Context: an optimization exercise on an open-source flow, tuned for small area and a short achievable clock period. The choices shown serve that exercise and are no tape-out recipe.
RTL that was checked went through simulation tests only; none was proved equivalent to the original.
Function not checked in run 6: the RTL went through the layout flow alone.
No activity file was given, so power comes from the tool's default toggle rates.

===== config.mk =====
export PLATFORM = sky130hd
export DESIGN_NAME = scopeCore
export DESIGN_NICKNAME = scopeCore
export VERILOG_FILES = /design/flow/design.v
export SDC_FILE = /design/flow/constraint.sdc
export NUM_CORES = 4
export LEC_CHECK = 0
export ABC_AREA = 1
export CAP_MARGIN = 20
export CORE_MARGIN = 2
export CORE_UTILIZATION = 70
export SETUP_SLACK_MARGIN = 3.1
export SLEW_MARGIN = 20
export TNS_END_PERCENT = 1

===== constraint.sdc =====
create_clock -name core_clock -period 5.0 [get_ports {clk_flash}]
set_input_delay 1.0000 -clock core_clock [delete_from_list [all_inputs] [get_ports {clk_flash}]]
set_output_delay 1.0000 -clock core_clock [all_outputs]
set_load 0.01 [all_outputs]

===== design.v =====
`timescale 1ns/1ps
module channelTrigger (
	input logic clk_flash,
	input logic rstN,
	input logic [8-1:0] sample,  
	input logic [8-1:0] threshLow,  
	input logic [8-1:0] threshHigh,  
	input logic fallingEdge,  
	input logic [(10 + 1)-1:0] tot,  
	input logic dsGo,  
	output logic fire,  
	output logic inRange  
);
	localparam int CW = (10 + 1);
	function automatic logic gt(input logic [15:0] a, input logic [15:0] b);
		logic [15:0] g, e;
		for (int i = 0; i < 16; i++) begin
			g[i] = a[i] & ~b[i];
			e[i] = ~(g[i] | (~a[i] & b[i]));
		end
		for (int s = 1; s < 16; s = s * 2) begin
			for (int i = 0; i < 16; i = i + 2 * s) begin
				g[i] = g[i + s] | (e[i + s] & g[i]);
				e[i] = e[i + s] & e[i];
			end
		end
		gt = g[0];
	endfunction
	function automatic logic [CW-1:0] inc(input logic [CW-1:0] a);
		logic [CW-1:0] r;
		for (int i = 0; i < CW; i++) r[i] = a[i] ^ (&(a | ~((CW'(1) << i) - CW'(1))));
		inc = r;
	endfunction
	logic wasInRange;  
	logic edgeSeen;  
	logic levelHeld;  
	logic totStep;  
	logic limZero;  
	logic cntZero;  
	logic over;  
	logic clear;  
	logic step;  
	logic [CW-1:0] totCount;  
	assign edgeSeen = fallingEdge ? (wasInRange & ~inRange) : (inRange & ~wasInRange);
	assign levelHeld = inRange ^ fallingEdge;
	assign totStep = ~tot[CW-1] | dsGo;
	assign limZero = ~|tot[CW-2:0];
	assign cntZero = ~|totCount;
	assign over = gt(16'(totCount), 16'(tot[CW-2:0]));  
	assign clear = limZero | over | (~cntZero & totStep & ~levelHeld);
	assign step = cntZero ? edgeSeen : totStep;  
	always_ff @(posedge clk_flash) begin
		if (!rstN) begin
			inRange <= 1'b0;
			wasInRange <= 1'b0;
			fire <= 1'b0;
			totCount <= '0;
		end else begin
			inRange <= ~gt(16'(threshLow), 16'(sample)) & ~gt(16'(sample), 16'(threshHigh));
			wasInRange <= inRange;
			fire <= limZero ? edgeSeen : over;
			if (clear) begin
				totCount <= '0;
			end else if (step) begin
				totCount <= inc(totCount);
			end
		end
	end
endmodule
`timescale 1ns/1ps
module coincidenceTrigger (
	input logic clk_flash,
	input logic rstN,
	input logic [4-1:0] fire,  
	input logic [4-1:0] chanEnable,  
	input logic [1:0] coinReq,  
	input logic [8-1:0] holdTime,  
	input logic allowSameChan,  
	input logic dsGo,
	input logic noSelfTrig,  
	input logic isFirst,  
	input logic isLast,  
	input logic [1:0] trigIn,  
	output logic trigger,  
	output logic [1:0] trigOut  
);
	localparam int HW = 8;
	function automatic logic [HW-1:0] dec(input logic [HW-1:0] a);
		logic [HW-1:0] r;
		for (int i = 0; i < HW; i++) r[i] = a[i] ^ ~|(a & ((HW'(1) << i) - HW'(1)));
		dec = r;
	endfunction
	logic [HW-1:0] holdLeft [4];  
	logic [4-1:0] fired;  
	logic [4-1:0] running;  
	logic [4-1:0] held;  
	logic [4-1:0] chanHit;  
	logic selfTrig;
	logic goingLeft;  
	logic goingRight;  
	always_comb begin
		for (int i = 0; i < 4; i++) begin
			running[i] = |holdLeft[i];
			held[i] = chanEnable[i] & running[i];
		end
		for (int i = 0; i < 4; i++) begin
			logic o1, o2, o3, s;  
			logic [2:0] h;  
			h = (i == 0) ? held[3:1] : (i == 1) ? {held[3:2], held[0]} :
				(i == 2) ? {held[3], held[1:0]} : held[2:0];
			o1 = |h;
			o2 = (h[0] & h[1]) | (h[0] & h[2]) | (h[1] & h[2]);
			o3 = &h;
			s = allowSameChan & held[i];
			case (coinReq)
				2'd0: chanHit[i] = 1'b1;
				2'd1: chanHit[i] = o1 | s;
				2'd2: chanHit[i] = o2 | (s & o1);
				default: chanHit[i] = o3 | (s & o2);
			endcase
			chanHit[i] = chanHit[i] & chanEnable[i] & fired[i];
		end
	end
	always_ff @(posedge clk_flash) begin
		if (!rstN) begin
			fired <= '0;
			for (int i = 0; i < 4; i++) begin
				holdLeft[i] <= '0;
			end
		end else begin
			fired <= fire;
			for (int i = 0; i < 4; i++) begin
				if (fire[i]) begin
					holdLeft[i] <= holdTime;  
				end else if (dsGo && running[i]) begin
					holdLeft[i] <= dec(holdLeft[i]);  
				end
			end
		end
	end
	assign selfTrig = |chanHit;
	assign goingLeft = trigIn[0] & ~isFirst;
	assign goingRight = trigIn[1] & ~isLast;
	always_ff @(posedge clk_flash) begin
		if (!rstN) begin
			trigger <= 1'b0;
			trigOut <= '0;
		end else if (noSelfTrig) begin
			trigger <= trigIn[1];  
			trigOut <= {trigIn[1], 1'b0};
		end else begin
			trigger <= selfTrig | goingLeft | goingRight;
			trigOut <= {selfTrig | goingRight, selfTrig | goingLeft};
		end
	end
endmodule
`timescale 1ns/1ps
module acquireControl (
	input logic clk_flash,
	input logic rstN,
	input logic startTrigger,  
	input logic trigger,  
	input logic [10-1:0] triggerPoint,  
	input logic [10-1:0] nsmp,  
	input logic [5-1:0] downsample,  
	output logic dsGo,  
	output logic acquiring,
	output logic [10-1:0] wrAddress,  
	output logic [10-1:0] trigPointAddr,  
	output logic dataReady  
);
	localparam logic [1:0] INIT = 2'd0;  
	localparam logic [1:0] PREACQ = 2'd1;  
	localparam logic [1:0] WAITING = 2'd2;  
	localparam logic [1:0] POSTACQ = 2'd3;  
	localparam int DW = 22 + 1;
	localparam int AW = 10;
	function automatic logic [10-1:0] incA(input logic [10-1:0] a);
		logic [10-1:0] r;
		for (int i = 0; i < 10; i++)
			r[i] = a[i] ^ (&(a | ~((AW'(1) << i) - AW'(1))));
		incA = r;
	endfunction
	function automatic logic [22:0] incD(input logic [22:0] a);
		logic [22:0] r;
		for (int i = 0; i <= 22; i++)
			r[i] = a[i] ^ (&(a | ~((DW'(1) << i) - DW'(1))));
		incD = r;
	endfunction
	logic [1:0] state;
	logic [10-1:0] sampleCount;  
	logic [22:0] dsCount;
	logic [31:0] dsSel;  
	logic atTrigPoint;  
	logic atEnd;  
	logic postDone;  
	logic wrStep;  
	logic [10-1:0] wrNext;  
	logic trigCapture;  
	always_comb begin
		dsSel = {32{dsCount[22]}};  
		dsSel[22:1] = dsCount[22:1];
		dsSel[0] = 1'b1;
	end
	logic [3:0] dsLo;  
	logic [7:0] dsHi;  
	logic [7:0] dsGrp;  
	always_comb begin
		for (int i = 0; i < 4; i++) dsLo[i] = (downsample[1:0] == 2'(i));
		for (int h = 0; h < 8; h++) dsHi[h] = (downsample[4:2] == 3'(h));
		for (int h = 0; h < 8; h++) dsGrp[h] = |(dsSel[4*h +: 4] & dsLo);
	end
	assign dsGo = |(dsGrp & dsHi);
	assign atTrigPoint = (sampleCount == triggerPoint);
	assign atEnd = (sampleCount == nsmp);
	assign postDone = (state == POSTACQ) && atEnd;
	assign wrStep = dsGo && acquiring && !postDone;
	assign wrNext = wrStep ? incA(wrAddress) : wrAddress;
	always_ff @(posedge clk_flash) begin
		if (!rstN || dsGo) begin
			dsCount <= {{22{1'b0}}, 1'b1};
		end else begin
			dsCount <= incD(dsCount);
		end
	end
	always_ff @(posedge clk_flash) begin
		if (!rstN) begin
			state <= INIT;
			acquiring <= 1'b0;
			dataReady <= 1'b0;
			wrAddress <= '0;
			sampleCount <= '0;
		end else begin
			wrAddress <= wrNext;
			case (state)
				INIT: begin
					if (startTrigger) begin
						sampleCount <= '0;
						acquiring <= 1'b1;
						dataReady <= 1'b0;
						state <= PREACQ;
					end
				end
				PREACQ: begin
					if (atTrigPoint) begin
						state <= WAITING;
					end else if (dsGo) begin
						sampleCount <= incA(sampleCount);
					end
				end
				WAITING: begin
					if (trigger) begin
						sampleCount <= triggerPoint;
						state <= POSTACQ;
					end
				end
				default: begin
					if (atEnd) begin
						acquiring <= 1'b0;
						dataReady <= 1'b1;
						state <= INIT;
					end else if (dsGo) begin
						sampleCount <= incA(sampleCount);
					end
				end
			endcase
		end
	end
	always_ff @(posedge clk_flash) begin
		trigCapture <= rstN && state == WAITING && trigger;
		if (trigCapture) begin
			trigPointAddr <= wrAddress;
		end
	end
endmodule
`timescale 1ns/1ps
module sampleAverager (
	input logic clk_flash,
	input logic rstN,
	input logic [4*8-1:0] flashData,  
	input logic [4*8-1:0] samples,  
	input logic highRes,  
	input logic dsGo,
	input logic [5-1:0] downsample,
	output logic [4*8-1:0] dout  
);
	localparam int ACC_W = 8 + 5;  
	function automatic logic [ACC_W-1:0] add(input logic [ACC_W-1:0] a, input logic [8-1:0] b);
		logic [15:0] p, g, gg, pp;
		logic [ACC_W-1:0] r;
		p = 16'(a ^ ACC_W'(b));
		g = 16'(a & ACC_W'(b));
		gg = g;
		pp = p;
		for (int l = 0; l < 4; l++) begin
			for (int i = 0; i < 16; i++) begin
				if (((i >> l) & 1) == 1) begin
					gg[i] = gg[i] | (pp[i] & gg[((i >> l) << l) - 1]);
					pp[i] = pp[i] & pp[((i >> l) << l) - 1];
				end
			end
		end
		r[0] = p[0];
		for (int i = 1; i < ACC_W; i++) r[i] = p[i] ^ gg[i - 1];
		add = r;
	endfunction
	logic [ACC_W-1:0] accSum [4];
	logic [8-1:0] accShift [4];  
	logic [5-1:0] hrCount;  
	logic [5:0] shiftSel;  
	logic flush;  
	logic restart;  
	assign flush = dsGo || (&hrCount);  
	assign restart = !rstN || !highRes || flush;
	always_comb begin
		for (int k = 0; k < 5; k++) shiftSel[k] = (downsample == 5'(k));
		shiftSel[5] = (downsample >= 5'(5));
		for (int i = 0; i < 4; i++) begin
			accShift[i] = '0;
			for (int k = 0; k <= 5; k++)
				accShift[i] = accShift[i] | (accSum[i][k +: 8] & {8{shiftSel[k]}});
		end
	end
	always_ff @(posedge clk_flash) begin
		for (int i = 0; i < 4; i++) begin
			accSum[i] <= restart ? ACC_W'(flashData[i*8 +: 8]) :
				add(accSum[i], flashData[i*8 +: 8]);
		end
		if (!rstN) begin
			hrCount <= '0;
			dout <= '0;
		end else if (highRes) begin
			hrCount <= flush ? '0 : hrCount + 1'b1;
			for (int i = 0; i < 4; i++) begin
				if (flush) begin
					dout[i*8 +: 8] <= accShift[i];
				end
			end
		end else begin
			hrCount <= '0;
			dout <= samples;  
		end
	end
endmodule
`timescale 1ns/1ps
module scopeCore (
	input logic clk_flash,
	input logic rstN,
	input logic [4*8-1:0] flashData,  
	input logic [8-1:0] threshLow,  
	input logic [8-1:0] threshHigh,
	input logic fallingEdge,
	input logic [(10 + 1)-1:0] tot,
	input logic [4-1:0] chanEnable,
	input logic [1:0] coinReq,
	input logic [8-1:0] holdTime,
	input logic allowSameChan,
	input logic noSelfTrig,
	input logic isFirst,
	input logic isLast,
	input logic [1:0] trigIn,  
	input logic startTrigger,
	input logic [10-1:0] triggerPoint,
	input logic [10-1:0] nsmp,
	input logic [5-1:0] downsample,
	input logic highRes,
	output logic [1:0] trigOut,  
	output logic trigger,
	output logic [4-1:0] inRange,  
	output logic acquiring,
	output logic dataReady,
	output logic [10-1:0] wrAddress,
	output logic [10-1:0] trigPointAddr,
	output logic [4*8-1:0] dout  
);
	logic [4*8-1:0] samples;  
	logic [4-1:0] fire;
	logic dsGo;
	always_ff @(posedge clk_flash) begin
		samples <= flashData;  
	end
	for (genvar i = 0; i < 4; i++) begin : gChan
		channelTrigger uChan (
			.clk_flash(clk_flash),
			.rstN(rstN),
			.sample(samples[i*8 +: 8]),
			.threshLow(threshLow),
			.threshHigh(threshHigh),
			.fallingEdge(fallingEdge),
			.tot(tot),
			.dsGo(dsGo),
			.fire(fire[i]),
			.inRange(inRange[i])
		);
	end
	coincidenceTrigger uCoin (
		.clk_flash(clk_flash),
		.rstN(rstN),
		.fire(fire),
		.chanEnable(chanEnable),
		.coinReq(coinReq),
		.holdTime(holdTime),
		.allowSameChan(allowSameChan),
		.dsGo(dsGo),
		.noSelfTrig(noSelfTrig),
		.isFirst(isFirst),
		.isLast(isLast),
		.trigIn(trigIn),
		.trigger(trigger),
		.trigOut(trigOut)
	);
	acquireControl uAcq (
		.clk_flash(clk_flash),
		.rstN(rstN),
		.startTrigger(startTrigger),
		.trigger(trigger),
		.triggerPoint(triggerPoint),
		.nsmp(nsmp),
		.downsample(downsample),
		.dsGo(dsGo),
		.acquiring(acquiring),
		.wrAddress(wrAddress),
		.trigPointAddr(trigPointAddr),
		.dataReady(dataReady)
	);
	sampleAverager uAvg (
		.clk_flash(clk_flash),
		.rstN(rstN),
		.flashData(flashData),
		.samples(samples),
		.highRes(highRes),
		.dsGo(dsGo),
		.downsample(downsample),
		.dout(dout)
	);
endmodule

===== flow/run.sh =====
#!/bin/bash
# Layout flow: the standard ORFS flow (standard synthesis included), with the
# ports buffered by a plain buffer instead of the weakest delay cell;
# nothing else changed.
set -euo pipefail
export BUFFER_PORTS_ARGS="-buffer_cell sky130_fd_sc_hd__buf_2"

bash standard.sh finish > make_finish.log 2>&1

===== standard.sh =====
#!/bin/bash
# synth_recipe.tcl (not shown) runs the flow's synth.tcl, then flattens the netlist and writes it again
# the make line also repeats each setting of config.mk as NAME=value (left out here)
make -C /OpenROAD-flow-scripts/flow DESIGN_CONFIG=/design/flow/config.mk WORK_HOME=/design/flow/orfs CLKGATE_MAP_FILE= SYNTH_SCRIPT=/design/flow/synth_recipe.tcl "${@:-finish}"

==> summary.md, run 1 <==
| Metric | Value |
|---|---|
| Status | timing/DRC/antenna clean |
| Area Growth Syn to Fin | 23.1% |
| Via count | 19,100 |
| Detailed Route WL | 63,000 microns |
| Design area | 20,800 sq um |
| Part of the power in combinational logic | between 20% and 30% |
| Cells on Worst Hold Path | 2 |
| Vias in the first global route | 16,800 |
| GPL Wtd Cong | around 0.97 |
| Antenna violations before repair | 4 |
| Vias per inst | about 6.6 |
| Fraction of registers with async set/reset | 0% |
| Setup total negative slack | 0 ps |
| Starting Density | between 70 and 80% |
| P_leak | 9.79 nW |
| Fillers | 1,173 |
| Top layer in use | met4 |
| Syn_nets | about 2,600 |
| GRT Resource Usage Total | between 30% and 40% |
| Yosys top cell area share | a little under a third |
| Die H | around 160 microns |
| Clock share of power | a little over a third |
| Top FF cell, synth | dfxtp_1 |
| Worst EP arrival | 2840 ps |
| Worst R2R Path Depth | 9 |
| Register area | approximately 5600 sq um |
| Final nets | 2,847 |
| Yosys cell types | between 50 and 60 |
| Crit start category | primary input |
| Kind of critical path | in2reg |
| RSZ-0062 raised after global routing | yes |
| Mapped Area | roughly 17,000 sq um |
| Most common cell in the netlist | nand2_1 |
| Clock Pin Slew Worst Setup and Hold Paths | 70 ps |
| Initial DRT Pass Iterations | 8 |
| Number of max-slew violations in the final report | 0 |
| Metal2 WL | between 20,000 and 30,000 microns |
| Crit share post-route | between 40% and 50% |
| Drt first-iter violations | between 3,000 and 4,000 |
| CTS buffer count | 29 |
| CTS H-Tree Depth | 1 |
| Seq pwr share | between 30% and 40% |
| Switching Share | 34.1% |
| Largest net degree at the start of global routing | 47 |
| Grt ovf | 0 |
| Fmax | between 400 and 500 MHz |
| Commonest cells in the synthesized netlist | 558 x nand2_1, 269 x inv_1, 264 x dfxtp_1 |
| Multi-input logic area | 10,900 sq um |
| Sequential area share after synthesis | approximately a third |
| Psw | about 2.3 mW |
| Fraction of layout cells with a size suffix above 1 | about a fifth |
| Slew headroom | between 50 and 60% |
| Final routed DRC violation total | 0 |
| Synth Instances | 2,350 |
| Dominant cells by area after synthesis | dfxtp_1 31%, ha_1 13%, nand2_1 12% |
| EDFF count, synth | 10 |
| Critical Path RT | 5490 ps |
| Placed Area | approximately 18,000 sq um |
| First-pass GRT wire length | slightly above 80,000 microns |
| Layout Skew | approximately 12 ps |
| Power per cell area | around 330 nW/um^2 |
| Ys Warns | 8 |
| Clock Latency Late Sink | approximately 580 ps |
| Hold Path Class | reg2reg |
| CTS Sinks | roughly 270 |
| Met3 WL | between 7000 and 8000 microns |
| Seq cells post-synth | 274 |
| Final ANT Viol Nets | 0 |
| Routed length per instance | about 22 microns |
| Int Pwr | between 4 and 5 mW |
| Tmin final | between 2000 and 2500 ps |
| Deepest clock path buffer count | 3 |
| Buffers on Ports | roughly 170 |
| Site Rows | 56 |
| Post-DP HPWL | 34,300 microns |
| Final hold violation count | 0 |
| Final hold slack | roughly 440 ps |
| M1 wire length | 21,300 microns |
| Slew @ Worst Pin | approximately 650 ps |
| Maxcap violations | 0 |
| Post-layout power | between 6 and 7 mW |
| Maximum vdd drop | 294 uV |
| Die area | between 20,000 and 30,000 sq um |
| Setup crit end kind | flip-flop |
| Setup-failing EPs final | 0 |
| CP max FO | 5 |
| CTS tree | built |
| Mapped Avg Cell Area | 7.18 sq um |
| Hold-fix buffers, CTS | 0 |
| Post-synth top area cell | dfxtp_1 |
| # IOs | 170 |
| Die Wd | approximately 160 microns |
| Core area | between 20,000 and 25,000 sq um |
| CTS Root Cell | clkbuf_16 |
## path summary, 6_finish.rpt
check / slack [ps] / start / to
max reg2reg: 2660 / gChan[0].uChan.totCount[0]$_SDFFE_PP0P_ / gChan[0].uChan.totCount[5]$_SDFFE_PP0P_
min reg2reg: 440 / uAvg.dout[3]$_SDFFE_PN0P_ / uAvg.dout[3]$_SDFFE_PN0P_
max: 2650 / tot[1] / gChan[1].uChan.totCount[4]$_SDFFE_PP0P_
min: 440 / uAvg.dout[3]$_SDFFE_PN0P_ / uAvg.dout[3]$_SDFFE_PN0P_
## stage by stage
step / utilization (%) / std cells / worst slack (ps)
2_1_floorplan: - / 2350 / 2650
3_3_place_gp: 76.5 / 2766 / 1680
3_5_place_dp: 76.5 / 2766 / 1510
4_1_cts: 84.1 / 2853 / 2910
5_1_grt: 88.2 / 2893 / 2470
6_report: 88.2 / 2895 / 2650
## cells in the final DEF (no fill, tap or decap), drive strengths merged, types with 7 or more instances in the layout
cell type	instances
edfxtp	10
a221oi	9
nand2	574
nor3	31
nor2	193
nand4	16
o21ai	118
clkbuf	48
o2111ai	17
clkinvlp	7
nand3	199
xnor2	31
a21o	8
o211ai	11
o22ai	30
a21oi	200
ha	175
clkinv	7
dfxtp	264
nor3b	10
xor2	41
buf	229
fa	12
inv	272
## timing repair
action	CTS	global route
gates cloned	4	20
setup buffers	32	17
pin swaps	14	37
resized for setup	116	114
endpoints found under the setup margin	278	277
## final cells by class
| cell class | count | area share (%) |
|---|---|---|
| sequential | 274 | 27.1 |
| inverter | 280 | 5.41 |
| timing repair buffer | 236 | 8.12 |
| antenna | 5 | 0.0602 |
| clock buffer | 41 | 4.05 |
| timing repair inverter | 2 | 0.102 |
| clock inverter | 10 | 0.982 |
| tap | 319 | 1.92 |
| multi-input combinational | 1728 | 52.3 |
## power by group through the flow
stage	sequential (mW)	clock [mW]	combinational, mW
after floorplan	2.52	0	1.09
after global placement	2.56	0	1.37
after detailed placement	2.57	0	1.44
after CTS	2.52	2.38	1.56
after global routing	2.55	2.50	1.98
final	2.55	2.43	1.85
## registers in the layout (all words and copies together), names as in the netlist, 2 cells and up
register,flops
gChan.uChan.inRange,4
uAcq.trigPointAddr,10
uCoin.trigOut,2
gChan.uChan.wasInRange,4
uAvg.accSum,52
uAvg.dout,32
uCoin.fired,4
uAcq.wrAddress,10
uAcq.state,2
uCoin.holdLeft,32
samples,32
uAcq.sampleCount,10
gChan.uChan.totCount,44
uAvg.hrCount,5
gChan.uChan.fire,4
uAcq.dsCount,23
## worst max-delay path: stages
cell and delay (ps):
buf_2 100, clkinvlp_4 80, buf_4 180, ha_4 230
nand3_1 70, nand2_1 70, nand3_1 90, nand2_1 120
nand2_1 130, nand2_1 90, nand3_1 90, nand2_2 90
nor2_4 180, nand2_4 100, a21oi_1 210
## kinds of logic (layout without fill, tap and decap cells)
group	Yosys count	in the layout	share of synthesized area (%)
DFF	274	274	33.1
adders and majority gates	187	187	14.4
xor gates and xnor gates	72	72	3.74
other	0	5	0
and+or+nand+nor	1028	1041	25.7
AOI/OAI and AO/OA	428	428	14.4
buffers and inverters	361	569	8.64
## per-layer routing
layer,up-vias,GRT usage [%]
li1,8216,-
met1,8578,47.9
met2,1728,66.6
met3,593,7.42
met4,0,21.2
met5,-,0
==> run 2, diff against run 1 <==
--- a/config.mk
+++ b/config.mk
@@ -9,5 +9,5 @@
 export CAP_MARGIN = 20
 export CORE_MARGIN = 2
-export CORE_UTILIZATION = 70
+export CORE_UTILIZATION = 50
 export SETUP_SLACK_MARGIN = 3.1
 export SLEW_MARGIN = 20
==> summary.md, run 2 <==
| Metric | Value |
|---|---|
| Setup crit end kind | output port |
| Crit-path leading delay family | flip-flops |
| Top FF cell, synth | dfxtp_1 |
| Post-layout power | roughly 6.5 mW |
| Post-Place Cells | around 2,900 |
| Reg2reg start | uAcq.dsCount[0]$_SDFF_PP1_ |
| Status | timing/DRC/antenna clean |
| Maxcap violations | 0 |
| Post-synth top area cell | dfxtp_1 |
| Met3 WL | 3080 microns |
| First-pass GRT wire length | 80,100 microns |
| Hold Path Class | reg2reg |
| Vias per inst | 5.43 |
| Buffers on Ports | 169 |
| Yosys cell types | 51 |
| WP buf/inv | 1 |
| Deepest clock path buffer count | 3 |
| Slew headroom | 57.4% |
| Core area | around 33,000 sq um |
| Mapped Avg Cell Area | roughly 7.2 sq um |
| Crit share post-route | 42.1% |
| Via count | around 16,000 |
| Cells on Worst Hold Path | 1 |
| GPL Wtd Cong | about 0.90 |
| Worst flop-to-flop path endpoint | uAcq.dsCount[17]$_SDFF_PP0_ |
| Non-Filler Instances | about 3,000 |
| CP max FO | 2 |
| Worst EP arrival | between 1000 and 1500 ps |
| Setup total negative slack | 0 ps |
| Die area | about 35,000 sq um |
| Fin util | approximately three fifths |
| Crit path max-delay cell type | dfxtp_1 |
| Setup-failing EPs final | 0 |
| Routed length per instance | approximately 17 microns |
| Clock Pin Slew Worst Setup and Hold Paths | roughly 60 ps |
| Grt ovf | 0 |
| Most common cell in the netlist | nand2_1 |
| Top layer in use | met4 |
| Synth Instances | approximately 2,400 |
| Initial DRT Pass Iterations | 6 |
| Fraction of layout cells with a size suffix above 1 | approximately 17% |
| Crit start category | flip-flop |
| Area Growth Syn to Fin | 21.5% |
| CTS buffer count | 31 |
| Hold Path Sink | uAcq.dsCount[0]$_SDFF_PP1_ |
| P_leak | a little under 10 nW |
| GRT Resource Usage Total | 27.9% |
| CTS tree | built |
| Seq cells post-synth | approximately 270 |
| Sequential area share after synthesis | 33.1% |
| Regs by FF count | uAvg.accSum (52), gChan.uChan.totCount (44) |
| Die H | approximately 190 microns |
| Max reg flops | 52 |
| Syn_nets | roughly 2,600 |
| Metal2 WL | 23,400 microns |
| Final routed DRC violation total | 0 |
| Post-DP HPWL | about 35,000 microns |
| Die Wd | between 150 and 200 microns |
| Antenna violations before repair | 1 |
| Max stage delay on crit path | ~360 ps |
| Site Rows | 67 |
| Final hold violation count | 0 |
| Tmin final | around 2100 ps |
| Final nets | approximately 2,800 |
| Worst Hold Launch | uAcq.dsCount[0]$_SDFF_PP1_ |
| RSZ-0062 raised after global routing | yes |
| Reg2reg setup slack | 2980 ps |
| Detailed Route WL | a little over 50,000 microns |
| Final ANT Viol Nets | 0 |
| CTS Sinks | around 270 |
| Top reg by flops | uAvg.accSum |
| Commonest cells in the synthesized netlist | 558 x nand2_1, 269 x inv_1, 264 x dfxtp_1 |
| CTS Root Cell | clkbuf_16 |
| CTS H-Tree Depth | 1 |
| Kind of critical path | reg2out |
| EDFF count, synth | 10 |
| Slew @ Worst Pin | around 640 ps |
| Fmax | between 400 and 500 MHz |
| Yosys top cell area share | 31.3% |
| Hold-fix buffers, CTS | 0 |
| Ys Warns | 8 |
| # IOs | 170 |
| Most common cell after layout, fill and taps aside | nand2_1 |
| Vias in the first global route | about 15,000 |
| Most frequent cells in the layout | 524 x nand2_1, 257 x inv_1, 241 x dfxtp_1 |
| Fraction of registers with async set/reset | 0% |
| Layout Skew | around 7.8 ps |
| Worst path cell trace | buf_4 |
| Starting Density | between 50% and 60% |
| Dominant cells by area after synthesis | dfxtp_1 31%, ha_1 13%, nand2_1 12% |
| M1 wire length | between 20,000 and 25,000 microns |
| Clock Latency Late Sink | 580 ps |
| Largest net degree at the start of global routing | 47 |
| Mapped Area | ~17,000 sq um |
| Post-place setup slack | roughly 1500 ps |
| Number of max-slew violations in the final report | 0 |
| Power per cell area | around 320 nW/um^2 |
| Setup WS post-layout | between 2000 and 3000 ps |
| Critical Path RT | 4000 ps |
| Drt first-iter violations | around 1,100 |
| Worst R2R Path Depth | 12 |
| Maximum vdd drop | ~270 uV |
[run 2: cell counts after synthesis]
No cell type changed its count.
[run 2: stage by stage]
| stage | hold WS, ps | area, sq um |
|---|---|---|
| floorplan | 370 | 17200 |
| global placement | 381 | 18200 |
| detailed placement | 382 | 18200 |
| CTS | 399 | 19900 |
| global route | 424 | 20500 |
| finish | 404 | 20500 |
[run 2: worst max path at each step]
stage,from,endpoint,depth (start not counted)
floorplan,downsample[0],uAvg.accSum[0][3]$_DFF_P_,13
global placement,downsample[1],uAvg.accSum[2][11]$_SDFF_PP0_,13
detailed placement,downsample[1],uAvg.accSum[3][11]$_SDFF_PP0_,13
CTS,uAcq.trigPointAddr[6]$_DFFE_PP_,trigPointAddr[6],1
global route,downsample[1],uAvg.dout[8]$_SDFFE_PN0P_,14
finish,uAvg.dout[17]$_SDFFE_PN0P_,dout[17],1
[run 2: logic make-up (layout without fill, tap and decap cells)]
| logic type | after synthesis | in the layout | synth area share (%) |
|---|---|---|---|
| buffers and inverters | 361 | 563 | 8.64 |
| other | 0 | 1 | 0 |
| xor gates and xnor gates | 72 | 72 | 3.74 |
| and+or+nand+nor | 1028 | 1034 | 25.7 |
| AOI/OAI and AO/OA | 428 | 428 | 14.4 |
| adders and majority gates | 187 | 187 | 14.4 |
| DFF | 274 | 274 | 33.1 |
[run 2: cell type report]
type                    instances  area (sq um)
inverters                     280          1110
clock inverters                17           160
well taps                     448           561
repair buffers                224          1620
fillers                      3131         12900
diodes                          1          2.50
repair inverters                1          16.3
clock buffers                  41           853
flip-flops and latches        274          5620
multi-input cells            1721         10600
[run 2: what timing repair did]
item | CTS | global route
pin swaps | 15 | 24
setup endpoints to repair | 274 | 273
buffers inserted | 33 | 3
resized for setup | 113 | 75
cloned | 3 | 12
endpoints found under the hold margin | 0 | 0
[run 2: power breakdown]
group          leakage (nW)  internal (mW)  total (mW)  switching, mW
Sequential             2.27           2.35        2.53          0.175
Combinational          6.90          0.662        1.68           1.02
Clock                 0.492           1.35        2.29          0.946
[run 2: per-layer routing]
layer	up-vias	global-route usage (%)
met3	103	3.67
met1	7532	37.6
met4	0	8.24
li1	8190	-
met5	-	0
met2	503	46.5
==> run 3, diff against run 2 <==
--- a/config.mk
+++ b/config.mk
@@ -9,5 +9,5 @@
 export CAP_MARGIN = 20
 export CORE_MARGIN = 2
-export CORE_UTILIZATION = 50
+export CORE_UTILIZATION = 55
 export SETUP_SLACK_MARGIN = 3.1
 export SLEW_MARGIN = 20
==> summary.md, run 3 <==
| Metric | Value |
|---|---|
| Status | timing/DRC/antenna clean |
| Metal2 WL | around 24,000 microns |
| Starting Density | a little under three fifths |
| Site Rows | 64 |
| Layout Skew | roughly 21 ps |
| Worst EP arrival | 2600 ps |
| CTS buffer count | 31 |
| Max stage delay on crit path | between 200 and 250 ps |
| Most common cell after layout, fill and taps aside | nand2_1 |
| CP max FO | 8 |
| Worst R2R Path Depth | 9 |
| Part of the power in combinational logic | between 20% and 30% |
| Post-DP HPWL | around 35,000 microns |
| Reg2reg start | gChan[3].uChan.totCount[0]$_SDFFE_PP0P_ |
| Fraction of registers with async set/reset | 0% |
| Hold Path Class | reg2reg |
| Met3 WL | ~3500 microns |
| Slew headroom | 41.3% |
| Top reg by flops | uAvg.accSum |
| Commonest cells in the synthesized netlist | 558 x nand2_1, 269 x inv_1, 264 x dfxtp_1 |
| Fin util | between 60% and 70% |
| Regs by FF count | uAvg.accSum (52), gChan.uChan.totCount (44) |
| Via count | approximately 17,000 |
| Deepest clock path buffer count | 3 |
| Setup-failing EPs final | 0 |
| M1 wire length | approximately 21,000 microns |
| Final ANT Viol Nets | 0 |
| Tmin final | roughly 2200 ps |
| Number of max-slew violations in the final report | 0 |
| Area Growth Syn to Fin | 21.7% |
| Maximum vdd drop | roughly 270 uV |
| Slew @ Worst Pin | about 900 ps |
| Mapped Area | about 17,000 sq um |
| Most common cell in the netlist | nand2_1 |
| Switching Share | 32.6% |
| Fraction of layout cells with a size suffix above 1 | a little under a fifth |
| Crit start category | primary input |
| Placed Area | between 15,000 and 20,000 sq um |
| Routed length per instance | approximately 17 microns |
| # IOs | 170 |
| Post-synth top area cell | dfxtp_1 |
| Die Wd | approximately 180 microns |
| Crit path max-delay cell type | nand2_2 |
| Setup WS post-layout | 2840 ps |
| EDFF count, synth | 10 |
| Setup crit end kind | flip-flop |
| Antenna violations before repair | 4 |
| Largest net degree at the start of global routing | 49 |
| Worst path cell trace | buf_16, nor2_4, nand2_1, nand2_1, o21ai_1, nand2_1, nor2_4, buf_4, nand3_4, buf_12, nand3_1, nand2_2, a21oi_1 |
| Yosys top cell area share | a little under a third |
| Post-layout power | between 6 and 7 mW |
| Die H | roughly 180 microns |
| GRT Resource Usage Total | a little under a third |
| First-pass GRT wire length | between 70,000 and 80,000 microns |
| Final nets | between 2,000 and 3,000 |
| Fmax | roughly 460 MHz |
| Final hold slack | ~440 ps |
| Grt ovf | 0 |
| Seq cells post-synth | about 270 |
| Clock Pin Slew Worst Setup and Hold Paths | 60 ps |
| Crit path from | downsample[0] |
| Worst Hold Launch | uAvg.dout[27]$_SDFFE_PN0P_ |
| CTS Root Cell | clkbuf_16 |
| Kind of critical path | in2reg |
| Synth Instances | roughly 2,400 |
| Crit share post-route | between 40% and 50% |
| Clock Latency Late Sink | ~570 ps |
| Final routed DRC violation total | 0 |
| Post-place setup slack | ~1600 ps |
| P_leak | 9.69 nW |
| Top layer in use | met4 |
| Critical Path RT | 5440 ps |
| Post-Place Cells | 2,846 |
| RSZ-0062 raised after global routing | yes |
| Ys Warns | 8 |
| CTS Sinks | about 270 |
| Die area | 32,100 sq um |
| Sequential area share after synthesis | between 30 and 40% |
| Initial DRT Pass Iterations | 6 |
| Detailed Route WL | slightly above 50,000 microns |
| Core area | between 30,000 and 40,000 sq um |
| GPL Wtd Cong | just over 0.9 |
| Max reg flops | 52 |
| CTS tree | built |
| Non-Filler Instances | between 2,000 and 3,000 |
| Final hold violation count | 0 |
| Most frequent cells in the layout | 531 x nand2_1, 254 x inv_1, 245 x dfxtp_1 |
| Int Pwr | 4.44 mW |
| Dominant cells by area after synthesis | dfxtp_1 31%, ha_1 13%, nand2_1 12% |
| Yosys cell types | a little over 50 |
| CTS H-Tree Depth | 1 |
| Mapped Avg Cell Area | 7.18 sq um |
| Setup total negative slack | 0 ps |
| Buffers on Ports | roughly 170 |
| Design area | 20,500 sq um |
| Syn_nets | about 2,600 |
| Power per cell area | around 320 nW/um^2 |
| Vias per inst | 5.65 |
| Vias in the first global route | 15,500 |
| Crit path top cell by count | nand2_1 |
| Top FF cell, synth | dfxtp_1 |
| Clock share of power | a little over a third |
| Drt first-iter violations | 1,209 |
| Seq pwr share | about two fifths |
| Maxcap violations | 0 |
| Cells on Worst Hold Path | 2 |
| Psw | approximately 2.1 mW |
run 3: power by group through the flow:
stage	combinational, mW	sequential (mW)	clock (mW)
finish	1.66	2.53	2.40
global route	1.87	2.54	2.52
CTS	1.58	2.52	2.44
detailed placement	1.43	2.57	0
global placement	1.39	2.56	0
floorplan	1.09	2.52	0
run 3: layout make-up:
class | count | area, sq um
Tap cell | 396 | 495
Antenna cell | 4 | 10.0
Clock inverter | 18 | 210
Sequential cell | 274 | 5620
Fill cell | 2734 | 9900
Timing Repair inverter | 2 | 15.0
Inverter | 280 | 1110
Multi-Input combinational cell | 1720 | 10600
Clock buffer | 39 | 877
Timing Repair Buffer | 227 | 1570
run 3: kinds of logic (layout without fill, tap and decap cells):
group,Yosys count,in the layout,synth area share (%)
fa+ha+maj,187,187,14.4
xor+xnor,72,72,3.74
compound gates,428,428,14.4
other cells,0,4,0
simple gates,1028,1033,25.7
flops,274,274,33.1
buf+inv,361,566,8.64
run 3: worst max-delay path: cells and delay by family:
kind	cells	cell delay, ps
AOI/OAI and AO/OA	2	130
buffers and inverters	3	450
and+or+nand+nor	8	970
run 3: metal layers:
layer / vias to the layer above / GRT usage (%)
met4: 0 / 9.98
met5: - / 0
met2: 602 / 53.1
met3: 118 / 4.11
li1: 8201 / -
met1: 7800 / 39.0
run 3: timing repair:
action                     in CTS  in global routing
hold endpoints to repair        0                  0
gates resized for setup       116                 86
setup endpoints to repair     276                276
hold buffers                    0                  0
gates cloned                    5                  9
setup buffers                  26                 13
pin swaps                      12                 26
run 3: worst paths after layout:
| path | slack (ps) | end |
|---|---|---|
| worst min register to register | 440 | uAvg.dout[27]$_SDFFE_PN0P_ |
| worst max register to register | 3000 | gChan[3].uChan.totCount[7]$_SDFFE_PP0P_ |
| worst max-delay path | 2840 | gChan[1].uChan.totCount[4]$_SDFFE_PP0P_ |
| worst min-delay path | 440 | uAvg.dout[27]$_SDFFE_PN0P_ |
==> run 4, diff against run 3 <==
--- a/config.mk
+++ b/config.mk
@@ -9,6 +9,6 @@
 export CAP_MARGIN = 20
 export CORE_MARGIN = 2
-export CORE_UTILIZATION = 55
-export SETUP_SLACK_MARGIN = 3.1
+export CORE_UTILIZATION = 60
+export SETUP_SLACK_MARGIN = 3.3
 export SLEW_MARGIN = 20
 export TNS_END_PERCENT = 1
==> summary.md, run 4 <==
| Metric | Value |
|---|---|
| Status | timing/DRC/antenna clean |
| RSZ-0062 raised after global routing | yes |
| Reg2reg setup slack | roughly 2900 ps |
| Antenna violations before repair | 2 |
| Max reg flops | 52 |
| Deepest clock path buffer count | 3 |
| Int Pwr | ~4.4 mW |
| Vias in the first global route | around 16,000 |
| Slew @ Worst Pin | around 700 ps |
| EDFF count, synth | 10 |
| Most common cell after layout, fill and taps aside | nand2_1 |
| Die Wd | between 150 and 200 microns |
| Final hold slack | 408 ps |
| Post-DP HPWL | around 35,000 microns |
| Layout Skew | around 17 ps |
| Kind of critical path | in2reg |
| Syn_nets | around 2,600 |
| Yosys top cell area share | between 30 and 40% |
| Final hold violation count | 0 |
| Synth Instances | between 2,000 and 2,500 |
| Detailed Route WL | between 40,000 and 50,000 microns |
| Most common cell in the netlist | nand2_1 |
| Vias per inst | 5.69 |
| Worst EP arrival | 2590 ps |
| Fin util | about three quarters |
| GPL Wtd Cong | around 0.93 |
| Initial DRT Pass Iterations | 6 |
| Fraction of registers with async set/reset | 0% |
| Clock share of power | a little over a third |
| Critical Path RT | between 5000 and 6000 ps |
| Mapped Area | around 17,000 sq um |
| CTS Root Cell | clkbuf_16 |
| Area Growth Syn to Fin | 20.0% |
| Via count | 16,700 |
| First-pass GRT wire length | a little under 80,000 microns |
| Hold Path Class | reg2reg |
| Final nets | around 2,800 |
| Drt first-iter violations | approximately 1,100 |
| Fraction of layout cells with a size suffix above 1 | 17.0% |
| Post-synth top area cell | dfxtp_1 |
| Dominant cells by area after synthesis | dfxtp_1 31%, ha_1 13%, nand2_1 12% |
| Number of max-slew violations in the final report | 0 |
| CTS Sinks | ~270 |
| Mapped Avg Cell Area | just over 7 sq um |
| CTS H-Tree Depth | 1 |
| Hold-fix buffers, CTS | 0 |
| Slew headroom | 53.9% |
| Top FF cell, synth | dfxtp_1 |
| Cells on Worst Hold Path | 1 |
| Largest net degree at the start of global routing | 37 |
| Power per cell area | approximately 320 nW/um^2 |
| Site Rows | 61 |
| GRT Resource Usage Total | ~33% |
| Routed length per instance | 16.9 microns |
| Grt ovf | 0 |
| Setup crit end kind | flip-flop |
| Setup total negative slack | 0 ps |
| Setup-failing EPs final | 0 |
| Maximum vdd drop | 354 uV |
| Seq cells post-synth | roughly 270 |
| Die area | 29,500 sq um |
| Psw | approximately 2.1 mW |
| Worst R2R Path Depth | 9 |
| Die H | approximately 170 microns |
| CTS tree | built |
| Sequential area share after synthesis | 33.1% |
| Fmax | around 460 MHz |
| Regs by FF count | uAvg.accSum (52), gChan.uChan.totCount (44) |
| Buffers on Ports | 169 |
| Top reg by flops | uAvg.accSum |
| Final ANT Viol Nets | 0 |
| Starting Density | about 61% |
| Yosys cell types | 51 |
| Part of the power in combinational logic | 25.1% |
| Clock Pin Slew Worst Setup and Hold Paths | 70 ps |
| Core area | roughly 28,000 sq um |
| CTS buffer count | 30 |
| P_leak | between 9 and 10 nW |
| Switching Share | around a third |
| Final routed DRC violation total | 0 |
| # IOs | between 150 and 200 |
| Most frequent cells in the layout | 532 x nand2_1, 254 x inv_1, 242 x dfxtp_1 |
| Maxcap violations | 0 |
| Seq pwr share | approximately 39% |
| Tmin final | ~2200 ps |
| Commonest cells in the synthesized netlist | 558 x nand2_1, 269 x inv_1, 264 x dfxtp_1 |
| Ys Warns | 8 |
| CP max FO | 24 |
| Crit share post-route | a little over two fifths |
| Crit start category | primary input |
| Clock Latency Late Sink | 560 ps |
[run 4: cell counts after synthesis]
Identical to the previous run, type by type.
[run 4: worst max-delay path: stages]
cell and delay [ps]:
buf_2 150, inv_2 70, nand2_2 130, inv_1 70, nand2_1 60, buf_4 310
clkinv_4 190, nand2_1 90, o221ai_1 110, o211ai_1 310, nand2_1 90
[run 4: path summary, 6_finish.rpt]
| kind | startpoint | end |
|---|---|---|
| worst max-delay path | downsample[2] | uAvg.dout[2]$_SDFFE_PN0P_ |
| worst min-delay path | uAcq.dsCount[0]$_SDFF_PP1_ | uAcq.dsCount[0]$_SDFF_PP1_ |
| worst min register to register | uAcq.dsCount[0]$_SDFF_PP1_ | uAcq.dsCount[0]$_SDFF_PP1_ |
| worst max register to register | gChan[2].uChan.totCount[0]$_SDFFE_PP0P_ | gChan[2].uChan.totCount[3]$_SDFFE_PP0P_ |
[run 4: area by class of cell]
type	instances	area, sq um
clock inverter	15	216
tap	378	473
inverter	280	1100
clock buffer	40	840
sequential	274	5620
timing repair buffer	221	1510
timing repair inverter	2	13.8
antenna	1	2.50
fill	2251	7460
multi-input combinational	1722	10500
[run 4: kinds of logic after synthesis]
| family | count (synthesis) | synth area share, % |
|---|---|---|
| simple gates | 1028 | 25.7 |
| compound gates | 428 | 14.4 |
| buf+inv | 361 | 8.64 |
| flops | 274 | 33.1 |
| fa+ha+maj | 187 | 14.4 |
| xor+xnor | 72 | 3.74 |
[run 4: per-layer routing]
metal	part of all wire, %	GRT usage [%]	vias up
met1	42	41.7	7777
met5	0	0	-
li1	-	-	8184
met4	3.4	11.8	0
met3	6.5	4.00	121
met2	48	57.8	609
[run 4: repair_timing]
item	4_1_cts	5_1_grt
pin swaps	16	10
gates cloned	7	4
hold endpoints to repair	0	0
setup endpoints to repair	284	285
setup buffers	35	1
gates resized for setup	122	35
[run 4: power by group through the flow]
stage	Sequential (mW)	Clock [mW]	Combinational, mW
CTS	2.52	2.39	1.59
global placement	2.56	0	1.38
finish	2.53	2.36	1.64
detailed placement	2.57	0	1.42
floorplan	2.52	0	1.09
global route	2.55	2.47	1.84
[run 4: metrics by stage]
stage               total power, mW  area [sq um]  cells  setup WS [ps]
floorplan                      3.61         17200   2350           2650
global placement               3.94         18100   2830           1670
detailed placement             3.99         18100   2830           1630
CTS                            6.50         20000   2927           2900
global route                   6.86         20200   2933           2800
finish                         6.53         20200   2933           2850
==> run 5, diff against run 4 <==
--- a/config.mk
+++ b/config.mk
@@ -7,8 +7,8 @@
 export LEC_CHECK = 0
 export ABC_AREA = 1
-export CAP_MARGIN = 20
+export CAP_MARGIN = 0
 export CORE_MARGIN = 2
 export CORE_UTILIZATION = 60
-export SETUP_SLACK_MARGIN = 3.3
-export SLEW_MARGIN = 20
+export SETUP_SLACK_MARGIN = 3.1
+export SLEW_MARGIN = 0
 export TNS_END_PERCENT = 1
==> summary.md, run 5 <==
| Metric | Value |
|---|---|
| CTS buffer count | 30 |
| Ys Warns | 8 |
| Initial DRT Pass Iterations | 7 |
| EDFF count, synth | 10 |
| Clock Pin Slew Worst Setup and Hold Paths | 70 ps |
| Design area | 20,200 sq um |
| Slew headroom | 54.1% |
| Starting Density | about three fifths |
| Buffers on Ports | 169 |
| Largest net degree at the start of global routing | 37 |
| Final hold slack | 408 ps |
| Critical Path RT | ~4000 ps |
| Yosys cell types | 51 |
| Core area | 27,700 sq um |
| Fillers | 2,254 |
| GRT Resource Usage Total | between 30% and 40% |
| First-pass GRT wire length | about 78,000 microns |
| Die Wd | roughly 170 microns |
| Final routed DRC violation total | 0 |
| Most frequent cells in the layout | 532 x nand2_1, 254 x inv_1, 242 x dfxtp_1 |
| Final ANT Viol Nets | 0 |
| CTS Root Cell | clkbuf_16 |
| Syn_nets | about 2,600 |
| Post-Place Cells | approximately 2,800 |
| Vias per inst | roughly 5.7 |
| Power per cell area | between 300 and 400 nW/um^2 |
| Mapped Area | about 17,000 sq um |
| Detailed Route WL | between 40,000 and 50,000 microns |
| Die area | between 20,000 and 30,000 sq um |
| Setup total negative slack | 0 ps |
| Hold Path Class | reg2reg |
| Main combinational cell family by area after synthesis | simple AND/OR/NAND/NOR gates |
| Routed length per instance | 16.9 microns |
| Die H | roughly 170 microns |
| CTS tree | built |
| Fin util | 73.0% |
| Crit-path leading delay family | flip-flops |
| P_leak | between 9 and 10 nW |
| Fraction of registers with async set/reset | 0% |
| Multi-input logic area | 10,400 sq um |
| Fraction of layout cells with a size suffix above 1 | around 17% |
| Top reg by flops | uAvg.accSum |
| Worst path cell trace | buf_2 |
| Slew @ Worst Pin | 688 ps |
| Placed Area | around 18,000 sq um |
| Maxcap violations | 0 |
| Synth Area in Compound Gates | between 10% and 20% |
| Worst EP arrival | 1110 ps |
| Via count | 16,700 |
| Crit path max-delay cell type | dfxtp_1 |
| Register area | about 5600 sq um |
| Setup-failing EPs final | 0 |
| Deepest clock path buffer count | 3 |
| Fmax | approximately 470 MHz |
| Area Growth Syn to Fin | 19.8% |
| Regs by FF count | uAvg.accSum (52), gChan.uChan.totCount (44) |
| Crit path from | uAcq.acquiring$_SDFFE_PN0P_ |
| Post-DP HPWL | 34,800 microns |
| Worst Hold Launch | uAcq.dsCount[0]$_SDFF_PP1_ |
| Tmin final | 2110 ps |
| Xor and xnor area share after synthesis | between 3 and 4% |
| CTS Sinks | around 270 |
| Yosys top cell area share | about 31% |
| Max reg flops | 52 |
| Vias in the first global route | 15,800 |
| Grt ovf | 0 |
| Seq cells post-synth | ~270 |
| Drt first-iter violations | approximately 1,100 |
| Non-Filler Instances | roughly 3,000 |
| Most common cell in the netlist | nand2_1 |
| Dominant cells by area after synthesis | dfxtp_1 31%, ha_1 13%, nand2_1 12% |
| Synth Area in Adders | between 10% and 20% |
| Reg2reg start | uAcq.dsCount[1]$_SDFF_PP0_ |
| Setup crit end kind | output port |
| WP buf/inv | 1 |
| Post-synth top area cell | dfxtp_1 |
| Kind of critical path | reg2out |
| Antenna violations before repair | 2 |
| Simple-gate area share of the yosys netlist | roughly 26% |
| Crit share post-route | a little over two fifths |
| Top FF cell, synth | dfxtp_1 |
| GPL Wtd Cong | around 0.9 |
| Number of max-slew violations in the final report | 0 |
| Final hold violation count | 0 |
| Sequential area share after synthesis | between 30% and 40% |
| Mux contribution to synthesized area | 0% |
| Mapped Avg Cell Area | a little over 7 sq um |
| # IOs | 170 |
| Maximum vdd drop | 356 uV |
| Site Rows | 61 |
| RSZ-0062 raised after global routing | yes |
| Status | timing/DRC/antenna clean |
| Most common cell after layout, fill and taps aside | nand2_1 |
| CTS H-Tree Depth | 1 |
| Clock Latency Late Sink | between 500 and 600 ps |
| Layout Skew | 16.6 ps |
| Hold-fix buffers, CTS | 0 |
| Synth Instances | 2,350 |
| Commonest cells in the synthesized netlist | 558 x nand2_1, 269 x inv_1, 264 x dfxtp_1 |
| Crit start category | flip-flop |
| CP max FO | 3 |
| Max stage delay on crit path | roughly 400 ps |
| Final nets | 2,825 |
## run 5: cell types whose count changed in the layout (fill, tap and decap cells not counted), sizes merged
cell and change:
nand2 -2
## run 5: worst paths after layout
path / slack (ps) / cells past startpoint / endpoint
min reg2reg: 410 / 1 / uAcq.dsCount[0]$_SDFF_PP1_
max: 2890 / 1 / acquiring
min: 410 / 1 / uAcq.dsCount[0]$_SDFF_PP1_
max reg2reg: 2950 / 12 / uAcq.dsCount[16]$_SDFF_PP0_
## run 5: through the flow
stage	setup slack, ps	power [mW]
final	2890	6.52
after global routing	2810	6.84
after CTS	2900	6.48
after detailed placement	1630	3.99
after global placement	1670	3.94
after floorplan	2650	3.61
## run 5: what timing repair did
item                       CTS  global route
buffers inserted            35             1
pin swaps                   16             9
setup endpoints to repair  275           279
gates resized for setup    120            37
cloned                       6             3
## run 5: report_power, final
group / leakage (nW) / internal [mW] / switching [mW]
Sequential: 2.27 / 2.35 / 0.182
Combinational: 6.81 / 0.626 / 0.997
Clock: 0.514 / 1.44 / 0.928
## run 5: logic make-up after synthesis
group | Yosys count
xor+xnor | 72
buf+inv | 361
fa+ha+maj | 187
compound gates | 428
simple gates | 1028
flops | 274
## run 5: final cells by class
class | count | share of cell area [%]
Inverter | 280 | 5.44
Timing Repair inverter | 2 | 0.0681
Sequential cell | 274 | 27.8
Multi-Input combinational cell | 1720 | 51.7
Timing Repair Buffer | 221 | 7.44
Tap cell | 378 | 2.34
Antenna cell | 1 | 0.0124
Clock buffer | 40 | 4.15
Clock inverter | 15 | 1.07
## run 5: metal layers
| layer | up-vias | wire length (microns) | track usage (%) |
|---|---|---|---|
| li1 | 8169 | - | - |
| met1 | 7765 | 20400 | 41.6 |
| met2 | 634 | 23900 | 57.7 |
| met3 | 135 | 3480 | 4.00 |
| met4 | 0 | 1680 | 11.8 |
| met5 | - | 0 | 0 |
==> run 6, diff against run 5 <==
--- a/design.v
+++ b/design.v
@@ -215,5 +215,5 @@
 	assign atEnd = (sampleCount == nsmp);
 	assign postDone = (state == POSTACQ) && atEnd;
-	assign wrStep = dsGo && acquiring && !postDone;
+	assign wrStep = dsGo && (state != INIT) && !postDone;
 	assign wrNext = wrStep ? incA(wrAddress) : wrAddress;
 	always_ff @(posedge clk_flash) begin
--- a/config.mk
+++ b/config.mk
@@ -7,8 +7,8 @@
 export LEC_CHECK = 0
 export ABC_AREA = 1
-export CAP_MARGIN = 0
+export CAP_MARGIN = 20
 export CORE_MARGIN = 2
 export CORE_UTILIZATION = 60
 export SETUP_SLACK_MARGIN = 3.1
-export SLEW_MARGIN = 0
+export SLEW_MARGIN = 20
 export TNS_END_PERCENT = 1
==> summary.md, run 6 <==
| Metric | Value |
|---|---|
| Status | timing/DRC/antenna clean |
| Dominant cells by area after synthesis | dfxtp_1 32%, ha_1 13%, nand2_1 12% |
| RSZ-0062 raised after global routing | yes |
| Detailed Route WL | 51,900 microns |
| Xor and xnor area share after synthesis | under 10% |
| Buffers on Ports | about 170 |
| Mux contribution to synthesized area | 0% |
| M1 wire length | between 20,000 and 25,000 microns |
| CTS Sinks | 274 |
| Post-synth top area cell | dfxtp_1 |
| CTS H-Tree Depth | 1 |
| Core area | roughly 28,000 sq um |
| GRT Resource Usage Total | around a third |
| Most common cell in the netlist | nand2_1 |
| Fillers | 2,166 |
| Final ANT Viol Nets | 0 |
| Final routed DRC violation total | 0 |
| Fraction of layout cells with a size suffix above 1 | around a fifth |
| Clock Latency Late Sink | a little under 600 ps |
| Number of max-slew violations in the final report | 0 |
| GPL Wtd Cong | between 0.9 and 1 |
| Mapped Avg Cell Area | just over 7 sq um |
| Seq cells post-synth | between 200 and 300 |
| Routed length per instance | about 18 microns |
| Fmax | 421 MHz |
| Initial DRT Pass Iterations | 6 |
| Synth Area in Compound Gates | between 10 and 15% |
| Yosys cell types | 45 |
| Hold Path Class | reg2reg |
| Post-layout power | approximately 6.3 mW |
| Hold-fix buffers, CTS | 0 |
| Deepest clock path buffer count | 3 |
| Most frequent cells in the layout | 475 x nand2_1, 260 x dfxtp_1, 241 x inv_1 |
| Crit share post-route | between 40% and 50% |
| EDFF count, synth | 10 |
| Tmin final | about 2400 ps |
| CP max FO | 23 |
| Critical Path RT | 5470 ps |
| Mapped Area | approximately 17,000 sq um |
| Die area | 29,200 sq um |
| Drt first-iter violations | around 1,400 |
| Maximum vdd drop | between 300 and 400 uV |
| # IOs | between 150 and 200 |
| Worst EP arrival | 2850 ps |
| Syn_nets | about 2,600 |
| Sequential area share after synthesis | between 30% and 40% |
| Setup-failing EPs final | 0 |
| Synth Instances | 2,309 |
| Area Growth Syn to Fin | 23.1% |
| Vias per inst | approximately 5.8 |
| First-pass GRT wire length | 77,700 microns |
| Site Rows | 61 |
| Layout Skew | between 15 and 20 ps |
| Fraction of registers with async set/reset | 0% |
| Clock Pin Slew Worst Setup and Hold Paths | roughly 60 ps |
| Starting Density | about three fifths |
| Fin util | approximately 74% |
| Simple-gate area share of the yosys netlist | roughly a quarter |
| Main combinational cell family by area after synthesis | simple AND/OR/NAND/NOR gates |
| Yosys top cell area share | a little under a third |
| CTS buffer count | 30 |
| Top FF cell, synth | dfxtp_1 |
| Slew @ Worst Pin | between 700 and 800 ps |
| Most common cell after layout, fill and taps aside | nand2_1 |
| Commonest cells in the synthesized netlist | 524 x nand2_1, 267 x inv_1, 264 x dfxtp_1 |
| Met3 WL | between 3000 and 4000 microns |
| Grt ovf | 0 |
| Slew headroom | ~53% |
| Top reg by flops | uAvg.accSum |
| Largest net degree at the start of global routing | 47 |
| Top layer in use | met5 |
| Power per cell area | about 300 nW/um^2 |
| Kind of critical path | in2reg |
| Maxcap violations | 0 |
| CTS Root Cell | clkbuf_16 |
| Setup total negative slack | 0 ps |
| Regs by FF count | uAvg.accSum (52), gChan.uChan.totCount (44) |
| Die H | 171 microns |
| Metal2 WL | approximately 25,000 microns |
| Antenna violations before repair | 5 |
| Final hold slack | roughly 440 ps |
| Max reg flops | 52 |
| CTS tree | built |
| Setup crit end kind | flip-flop |
| P_leak | between 9 and 10 nW |
| Crit start category | primary input |
| Vias in the first global route | 15,600 |
| Synth Area in Adders | roughly 15% |
| Final nets | roughly 2,800 |
| Die Wd | around 170 microns |
| Final hold violation count | 0 |
| Ys Warns | 8 |
| Via count | 16,900 |
| Post-DP HPWL | ~35,000 microns |
## run 6: cell types whose count changed in the layout (fill, tap and decap cells not counted), sizes merged, moves of 9 or more
cell      delta
a21oi       -21
a221oi      +11
buf         +40
clkinvlp     +9
nand2       -38
nand3       -10
nand4       +16
## run 6: worst paths after layout
check,from,endpoint,slack [ps],cells past startpoint
max,downsample[4],uAvg.dout[16]$_SDFFE_PN0P_,2620,10
min,uAcq.acquiring$_SDFFE_PN0P_,uAcq.acquiring$_SDFFE_PN0P_,440,2
max reg2reg,uAcq.dsCount[0]$_SDFF_PP1_,uAcq.dsCount[17]$_SDFF_PP0_,2820,14
min reg2reg,uAcq.acquiring$_SDFFE_PN0P_,uAcq.acquiring$_SDFFE_PN0P_,440,2
## run 6: report_power, final
part / internal (mW) / leakage [nW] / switching [mW]
Sequential: 2.35 / 2.26 / 0.191
Combinational: 0.638 / 6.85 / 0.943
Clock: 1.25 / 0.485 / 0.962
## run 6: through the flow
| stage | instance area, sq um | instances | setup WS [ps] |
|---|---|---|---|
| after floorplan | 16700 | 2309 | 2420 |
| after global placement | 17800 | 2782 | 1510 |
| after detailed placement | 17800 | 2782 | 1430 |
| after CTS | 19800 | 2895 | 2820 |
| after global routing | 20600 | 2932 | 2570 |
| final | 20600 | 2934 | 2620 |
## run 6: timing repair
action,CTS,global route
setup endpoints to repair,279,280
cloned,8,8
buffers inserted,49,25
gates resized for setup,145,129
pin swaps,35,47
## run 6: routing by layer
| metal | vias up | global-route usage, % |
|---|---|---|
| met3 | 176 | 4.97 |
| met1 | 7860 | 40.9 |
| met2 | 700 | 57.5 |
| met4 | 2 | 15.2 |
| li1 | 8148 | - |
| met5 | - | 0 |
## run 6: layout make-up
type                       instances  area (sq um)  area share (%)
clock inverter                    18           151           0.736
clock buffer                      38           841            4.09
tap                              378           473            2.30
timing repair buffer             262          1810            8.79
sequential                       274          5590            27.2
multi-input combinational       1679         10500            51.3
inverter                         273          1100            5.34
antenna                            6          15.0          0.0730
timing repair inverter             6          45.0           0.219
## run 6: worst max-delay path: stages
cell and delay, ps:
buf_2 180, nor2_1 80, nand3_1 110, buf_4 320
clkinvlp_4 270, buf_4 190, a221oi_1 360, nand2_1 150
nand3_1 120, nand2_1 60
## run 6: logic make-up after synthesis
family                     count (synthesis)
and+or+nand+nor                          994
AOI/OAI and AO/OA                        418
buffers and inverters                    359
DFF                                      274
adders and majority gates                187
xor gates and xnor gates                  77
==> run 7, diff against run 6 <==
--- a/design.v
+++ b/design.v
@@ -215,5 +215,5 @@
 	assign atEnd = (sampleCount == nsmp);
 	assign postDone = (state == POSTACQ) && atEnd;
-	assign wrStep = dsGo && (state != INIT) && !postDone;
+	assign wrStep = dsGo && acquiring && !postDone;
 	assign wrNext = wrStep ? incA(wrAddress) : wrAddress;
 	always_ff @(posedge clk_flash) begin
==> flow/run.sh (replaced) <==
#!/bin/bash
# Layout flow: the standard ORFS flow (standard synthesis included), with the
# ports buffered by a plain buffer instead of the weakest delay cell, and clock
# tree synthesis without dummy loads; nothing else changed.
set -euo pipefail
export BUFFER_PORTS_ARGS="-buffer_cell sky130_fd_sc_hd__buf_2"
export CTS_ARGS="-sink_clustering_enable -repair_clock_nets -dont_use_dummy_load"
bash standard.sh finish > make_finish.log 2>&1
==> summary.md, run 7 <==
| Metric | Value |
|---|---|
| Status | timing/DRC/antenna clean |
| Worst Hold Launch | uAcq.dsCount[0]$_SDFF_PP1_ |
| Maxcap violations | 0 |
| First-pass GRT wire length | approximately 80,000 microns |
| Top FF cell, synth | dfxtp_1 |
| Mapped Avg Cell Area | a little over 7 sq um |
| Initial DRT Pass Iterations | 6 |
| Layout Skew | between 10 and 15 ps |
| Largest net degree at the start of global routing | 37 |
| Mapped Area | 16,900 sq um |
| EDFF count, synth | 10 |
| Max reg flops | 52 |
| Final ANT Viol Nets | 0 |
| Crit-path leading delay family | buffers and inverters |
| Reg2reg setup slack | between 2000 and 3000 ps |
| Starting Density | about three fifths |
| Post-place setup slack | around 1600 ps |
| Commonest cells in the synthesized netlist | 558 x nand2_1, 269 x inv_1, 264 x dfxtp_1 |
| Met1 GRT Util | 41.8% |
| Slew headroom | ~55% |
| RSZ-0062 raised after global routing | yes |
| Setup-failing EPs final | 0 |
| Power per cell area | 301 nW/um^2 |
| Met2 usage | between 50% and 60% |
| Worst path cell trace | buf_2, inv_2, nand2_4, inv_1, nand2_1, buf_4, clkinv_4, nand2_1, o221ai_1, o211ai_1, nand2_1 |
| CTS H-Tree Depth | 1 |
| Final nets | ~2,800 |
| Detailed Route WL | a little under 50,000 microns |
| P_leak | ~9.5 nW |
| Ys Warns | 8 |
| Top reg by flops | uAvg.accSum |
| Worst EP arrival | between 2000 and 3000 ps |
| Reg2reg start | gChan[2].uChan.totCount[0]$_SDFFE_PP0P_ |
| GR peak layer | met2 |
| Die Wd | between 150 and 200 microns |
| Die area | ~29,000 sq um |
| Buffers on Ports | ~170 |
| Seq cells post-synth | 274 |
| Vias in the first global route | 15,900 |
| CTS Root Cell | clkbuf_16 |
| Post-DP HPWL | approximately 35,000 microns |
| WP buf/inv | 5 |
| Clock Pin Slew Worst Setup and Hold Paths | approximately 60 ps |
| Fin util | 72.4% |
| Site Rows | approximately 60 |
| Via count | roughly 17,000 |
| Kind of critical path | in2reg |
| CTS Sinks | approximately 270 |
| Grt ovf | 0 |
| Final hold violation count | 0 |
| Area Growth Syn to Fin | 18.9% |
| GPL Wtd Cong | 0.927 |
| Most frequent cells in the layout | 531 x nand2_1, 254 x inv_1, 243 x dfxtp_1 |
| Fraction of registers with async set/reset | 0% |
| Deepest clock path buffer count | 3 |
| Crit path top cell by count | nand2_1 |
| Crit share post-route | a little over two fifths |
| Crit path max-delay cell type | o211ai_1 |
| CTS tree | built |
| GRT Resource Usage Total | 33.0% |
| Max stage delay on crit path | between 300 and 400 ps |
| Antenna violations before repair | 3 |
| Number of max-slew violations in the final report | 0 |
| Vias per inst | between 5 and 6 |
| Setup total negative slack | 0 ps |
| Yosys top cell area share | between 30% and 40% |
| Final routed DRC violation total | 0 |
| Clock Latency Late Sink | between 500 and 600 ps |
| Yosys cell types | 51 |
| CTS buffer count | 30 |
| Setup WS post-layout | 2860 ps |
| Setup crit end kind | flip-flop |
| Most common cell after layout, fill and taps aside | nand2_1 |
| Dominant cells by area after synthesis | dfxtp_1 31%, ha_1 13%, nand2_1 12% |
| Hold Path Sink | uAcq.dsCount[0]$_SDFF_PP1_ |
| Routed length per instance | between 15 and 20 microns |
| # IOs | 170 |
| Core area | roughly 28,000 sq um |
| Slew @ Worst Pin | roughly 700 ps |
| Worst R2R Path Depth | 9 |
| Regs by FF count | uAvg.accSum (52), gChan.uChan.totCount (44) |
| Met3 Usage GRT | between 4 and 5% |
| Syn_nets | 2,646 |
| Maximum vdd drop | ~270 uV |
| Die H | between 150 and 200 microns |
| Crit start category | primary input |
| CP max FO | 24 |
| Worst flop-to-flop path endpoint | gChan[2].uChan.totCount[3]$_SDFFE_PP0P_ |
| Post-synth top area cell | dfxtp_1 |
| Drt first-iter violations | ~1,100 |
| Sequential area share after synthesis | 33.1% |
| Fmax | about 470 MHz |
| Cells on Worst Hold Path | 1 |
| Tmin final | roughly 2100 ps |
| Hold Path Class | reg2reg |
| Most common cell in the netlist | nand2_1 |
| Synth Instances | about 2,400 |
| Critical Path RT | approximately 5400 ps |
| Fraction of layout cells with a size suffix above 1 | about 17% |
## run 7: cell count changes in the layout (fill, tap and decap cells not counted), moves of 15 or more
cell	delta
a21oi_1	+23
o21ai_1	+21
nor2_2	-17
dfxtp_1	-17
nand4_1	-16
buf_4	-39
nand2_1	+56
a221oi_1	-15
nand2_2	-21
o21ai_0	-21
nor2_1	+16
## run 7: worst max-delay path by stage
| stage | from | end | cells past startpoint |
|---|---|---|---|
| after floorplan | downsample[0] | uAvg.accSum[0][3]$_DFF_P_ | 13 |
| after CTS | uAcq.trigPointAddr[6]$_DFFE_PP_ | trigPointAddr[6] | 1 |
| after global placement | downsample[1] | gChan[1].uChan.totCount[1]$_SDFFE_PP0P_ | 12 |
| after detailed placement | downsample[1] | gChan[2].uChan.totCount[3]$_SDFFE_PP0P_ | 12 |
| after global routing | gChan[2].uChan.totCount[0]$_SDFFE_PP0P_ | gChan[2].uChan.totCount[1]$_SDFFE_PP0P_ | 9 |
| final | downsample[2] | uAvg.dout[2]$_SDFFE_PN0P_ | 11 |
## run 7: final cells by class
class / count / area [sq um]
multi-input combinational: 1720 / 10500
fill: 2259 / 7630
sequential: 274 / 5620
timing repair buffer: 227 / 1610
inverter: 280 / 1110
clock buffer: 30 / 751
tap: 378 / 473
timing repair inverter: 4 / 33.8
antenna: 2 / 5.00
## run 7: stage by stage
stage          hold WS (ps)  power (mW)  instance area, sq um  instances
2_1_floorplan           370        3.61                 17200       2350
3_3_place_gp            381        3.94                 18100       2830
3_5_place_dp            397        3.99                 18100       2830
4_1_cts                 413        5.99                 19800       2904
5_1_grt                 420        6.36                 20100       2915
6_report                406        6.03                 20100       2915
## run 7: report_power, final
group | internal [mW] | total [mW] | switching [mW]
logic | 0.637 | 1.64 | 1.01
clock network | 1.04 | 1.86 | 0.818
registers | 2.35 | 2.53 | 0.183
total | 4.03 | 6.03 | 2.01
## run 7: repair_timing
action	4_1_cts	5_1_grt
buffers inserted	32	6
hold buffers	0	0
gates cloned	12	3
endpoints found under the setup margin	277	280
pin swaps	19	10
resized for setup	138	33
## run 7: cells by family after synthesis
family / count (synthesis) / share of synthesized area [%]
AND/OR/NAND/NOR: 1028 / 25.7
AO/OA/AOI/OAI: 428 / 14.4
buffers and inverters: 361 / 8.64
flip-flops: 274 / 33.1
adder cells (fa/ha/maj): 187 / 14.4
XOR/XNOR: 72 / 3.74
## run 7: per-layer routing
| metal | wire, microns | share of wire (%) |
|---|---|---|
| met1 | 20500 | 41 |
| met2 | 23800 | 48 |
| met4 | 1720 | 3.5 |
| met3 | 3580 | 7.2 |
| met5 | 0 | 0 |

## afterwards: timing with drivers on the ports
Ports are ideal in the flow. The routed layouts listed here were re-timed in OpenROAD.
Step 1 (the two cells are an assumption about what drives the block):
set clk [get_ports {clk_flash}]
set_driving_cell -lib_cell sky130_fd_sc_hd__clkbuf_16 $clk
set_driving_cell -lib_cell sky130_fd_sc_hd__buf_2 [delete_from_list [all_inputs] $clk]
Step 2 times the ports against the registers' clock, not the clock port: input delays grow and output delays shrink by t, the midpoint of the rising clock arrivals with the driver on.
a / b / c = ideal ports / drivers / drivers and shift; a / b = the first two.
run | shift t [ns] | setup slack, ns | worst register clock-pin slew, ns
run 1 | 0.626 | 2.650 / 2.640 / 2.014 | 0.07 / 0.07
run 2 | 0.629 | 2.895 / 2.841 / 2.215 | 0.06 / 0.06
run 3 | 0.616 | 2.841 / 2.783 / 2.167 | 0.07 / 0.07
run 4 | 0.607 | 2.847 / 2.838 / 2.268 | 0.07 / 0.07
run 5 | 0.608 | 2.891 / 2.839 / 2.291 | 0.07 / 0.07
run 6 | 0.624 | 2.625 / 2.656 / 2.032 | 0.07 / 0.07
run 7 | 0.597 | 2.862 / 2.838 / 2.240 | 0.06 / 0.06
After both steps setup and hold are still met in every run listed. The setup slack of run 2, which loses most, moves by -0.054 ns with the drivers and by -0.680 ns with both steps.
